This design comes from an exercise in tuning for small area on the open sky130 flow, not from production work.
Function was checked by simulation only, so behaviour that the tests miss may differ from the original.

## MS
==> flow/design.v <==
module conv3x3_window_gen #(
  parameter int DATA_W = 128,
  parameter int ROW_W  = 12,
  parameter int ROW_H  = 12
) (
  input  logic                    clk,
  input  logic                    rst,
  input  logic                    in_valid,
  input  logic [DATA_W-1:0]       in_data,
  input  logic [DATA_W-1:0]       row1_data,
  input  logic [DATA_W-1:0]       row2_data,
  output logic                    out_valid,
  output logic [9*DATA_W-1:0]     out_window,
  output logic [$clog2(ROW_H)-1:0] out_row,
  output logic [$clog2(ROW_W)-1:0] out_col,
  output logic                    frame_done,
  output logic                    stream_err
);
  localparam int RW = $clog2(ROW_H);
  localparam int CW = $clog2(ROW_W);
  localparam logic [RW-1:0] ROW_END  = RW'(ROW_H - 3);   
  localparam logic [CW-1:0] COL_END  = CW'(ROW_W - 3);   
  localparam logic [RW-1:0] ROW_TOP  = RW'(ROW_H - 1);   
  localparam logic [CW-1:0] COL_TOP  = CW'(ROW_W - 1);   
  logic [RW-1:0]                row_q, row_d;
  logic [CW-1:0]                col_q, col_d;
  logic [2:0][2:0][DATA_W-1:0]  win_q;
  logic                         vld_d, vld_q, done_d, done_q, err_d, err_q;
  logic                         idle, col_end;
  function automatic logic [3:0] inc12(input logic [3:0] v);   
    inc12[0] = ~v[0];
    inc12[1] = v[1] ^ v[0];
    inc12[2] = ~v[3] & (v[2] ^ (v[1] & v[0]));
    inc12[3] = (v[3] & ~(v[1] & v[0])) | (v[2] & v[1] & v[0]);
  endfunction
  function automatic logic is9(input logic [3:0] v);
    is9 = v[3] & ~v[1] & v[0];
  endfunction
  assign col_end = is9(col_q);                  
  assign idle    = is9(row_q) && col_end;
  always_comb begin
    if (in_valid) begin
      col_d = inc12(col_q);
      row_d = col_end ? inc12(row_q) : row_q;
    end else begin
      col_d = COL_END;
      row_d = ROW_END;
    end
    err_d  = !in_valid && !idle;
    vld_d  = in_valid && !(col_q[3] && (col_q[1] ^ col_q[0])) && !(row_q[3] && row_q[1]);
    done_d = in_valid && is9(row_q) && col_q[3] && !col_q[1] && !col_q[0];
  end
  always_ff @(posedge clk or posedge rst) begin
    if (rst) begin
      row_q  <= ROW_END;
      col_q  <= COL_END;
      vld_q  <= 1'b0;
      done_q <= 1'b0;
      err_q  <= 1'b0;
    end else begin
      row_q  <= row_d;
      col_q  <= col_d;
      vld_q  <= vld_d;
      done_q <= done_d;
      err_q  <= err_d;
    end
  end
  always_ff @(posedge clk) begin
    win_q[0][0] <= win_q[0][1];
    win_q[0][1] <= win_q[0][2];
    win_q[1][0] <= win_q[1][1];
    win_q[1][1] <= win_q[1][2];
    win_q[2][0] <= win_q[2][1];
    win_q[2][1] <= win_q[2][2];
    win_q[0][2] <= row2_data;
    win_q[1][2] <= row1_data;
    win_q[2][2] <= in_data;
  end
  assign out_valid  = vld_q;
  assign out_window = win_q;
  assign out_row    = row_q;
  assign out_col    = col_q;
  assign frame_done = done_q;
  assign stream_err = err_q;
endmodule
clock: 5.0 ns
lec_check: 0
cap_margin: 20
core_area: 12 12 228 228
die_area: 0 0 240 240
slew_margin: 20
standard.sh (not shown) runs the stock make flow with config.mk's settings and CLKGATE_MAP_FILE= SYNTH_SCRIPT=/design/flow/synth_recipe.tcl, a recipe that flattens the netlist after the stock synthesis.
==> flow/flow/run.sh <==
#!/bin/bash
# Standard ORFS layout with the smallest port buffers, pins one routing track apart and a
# clock tree of mid-size clock buffers without dummy loads.
set -euo pipefail
export BUFFER_PORTS_ARGS="-buffer_cell sky130_fd_sc_hd__buf_1"
export PLACE_PINS_ARGS="-min_distance 1 -min_distance_in_tracks"
export CTS_ARGS="-sink_clustering_enable -repair_clock_nets -dont_use_dummy_load -buf_list sky130_fd_sc_hd__clkbuf_8 -sink_clustering_size 18 -sink_clustering_max_diameter 50"
bash standard.sh > standard.log 2>&1
MS did not finish: a tool error stopped it during global routing (5_1_grt).
--- input diff MS..JK ---
--- a/flow/design.v
+++ b/flow/design.v
@@ -28,19 +28,10 @@
   logic                         vld_d, vld_q, done_d, done_q, err_d, err_q;
   logic                         idle, col_end;
-  function automatic logic [3:0] inc12(input logic [3:0] v);   
-    inc12[0] = ~v[0];
-    inc12[1] = v[1] ^ v[0];
-    inc12[2] = ~v[3] & (v[2] ^ (v[1] & v[0]));
-    inc12[3] = (v[3] & ~(v[1] & v[0])) | (v[2] & v[1] & v[0]);
-  endfunction
-  function automatic logic is9(input logic [3:0] v);
-    is9 = v[3] & ~v[1] & v[0];
-  endfunction
-  assign col_end = is9(col_q);                  
-  assign idle    = is9(row_q) && col_end;
+  assign col_end = (col_q == COL_END);
+  assign idle    = (row_q == ROW_END) && col_end;
   always_comb begin
     if (in_valid) begin
-      col_d = inc12(col_q);
-      row_d = col_end ? inc12(row_q) : row_q;
+      col_d = (col_q == COL_TOP) ? '0 : col_q + CW'(1);
+      row_d = !col_end ? row_q : (row_q == ROW_TOP) ? '0 : row_q + RW'(1);
     end else begin
       col_d = COL_END;
@@ -48,6 +39,7 @@
     end
     err_d  = !in_valid && !idle;
-    vld_d  = in_valid && !(col_q[3] && (col_q[1] ^ col_q[0])) && !(row_q[3] && row_q[1]);
-    done_d = in_valid && is9(row_q) && col_q[3] && !col_q[1] && !col_q[0];
+    vld_d  = in_valid && (col_q != COL_END) && (col_q != COL_END + CW'(1))
+             && (row_q < RW'(ROW_H - 2));
+    done_d = in_valid && (row_q == ROW_END) && (col_q == COL_END - CW'(1));
   end
   always_ff @(posedge clk or posedge rst) begin
--- outcome ---
- JK finished every stage and its layout cleared the timing, design-rule and antenna checks.
- On number of rows in the core area, MS and JK are basically level.
- Changes observed in JK relative to MS: per-instance average area after synthesis went down by 0.69%; share of the synthesized netlist area taken by xor and xnor gates barely changed; number of distinct standard cells referenced by the synthesized netlist rose by 1; simple-gate share of the synthesized area held; CTS H-tree depth saw little to no change.
- Diff MS -> JK | area after synthesis | increase of 0.48%

separate check: timing with driven ports:
No port has a modelled driver above. Below, the same layout with a new extraction and two added sets of constraints. Step 1: set_driving_cell puts a clkbuf_16 on clk and a buf_2 on each other input, an assumption about the parent block. Step 2 also shifts input and output timing later by t, the mid clock arrival at the registers, as if the neighbouring blocks saw the same clock. Slacks: ideal ports / drivers / drivers and shift; pairs: ideal ports / drivers.
run: JK
t (ns): 0.727
setup slack, ns: 2.429 / 2.370 / 3.097
hold WS [ns]: 0.266 / 0.285 / 0.293
worst register clock-pin slew, ns: 0.11 / 0.11
After both steps JK still meets setup and hold. For JK, drivers alone change the setup slack by -0.059 ns; drivers and shift together by +0.668 ns.
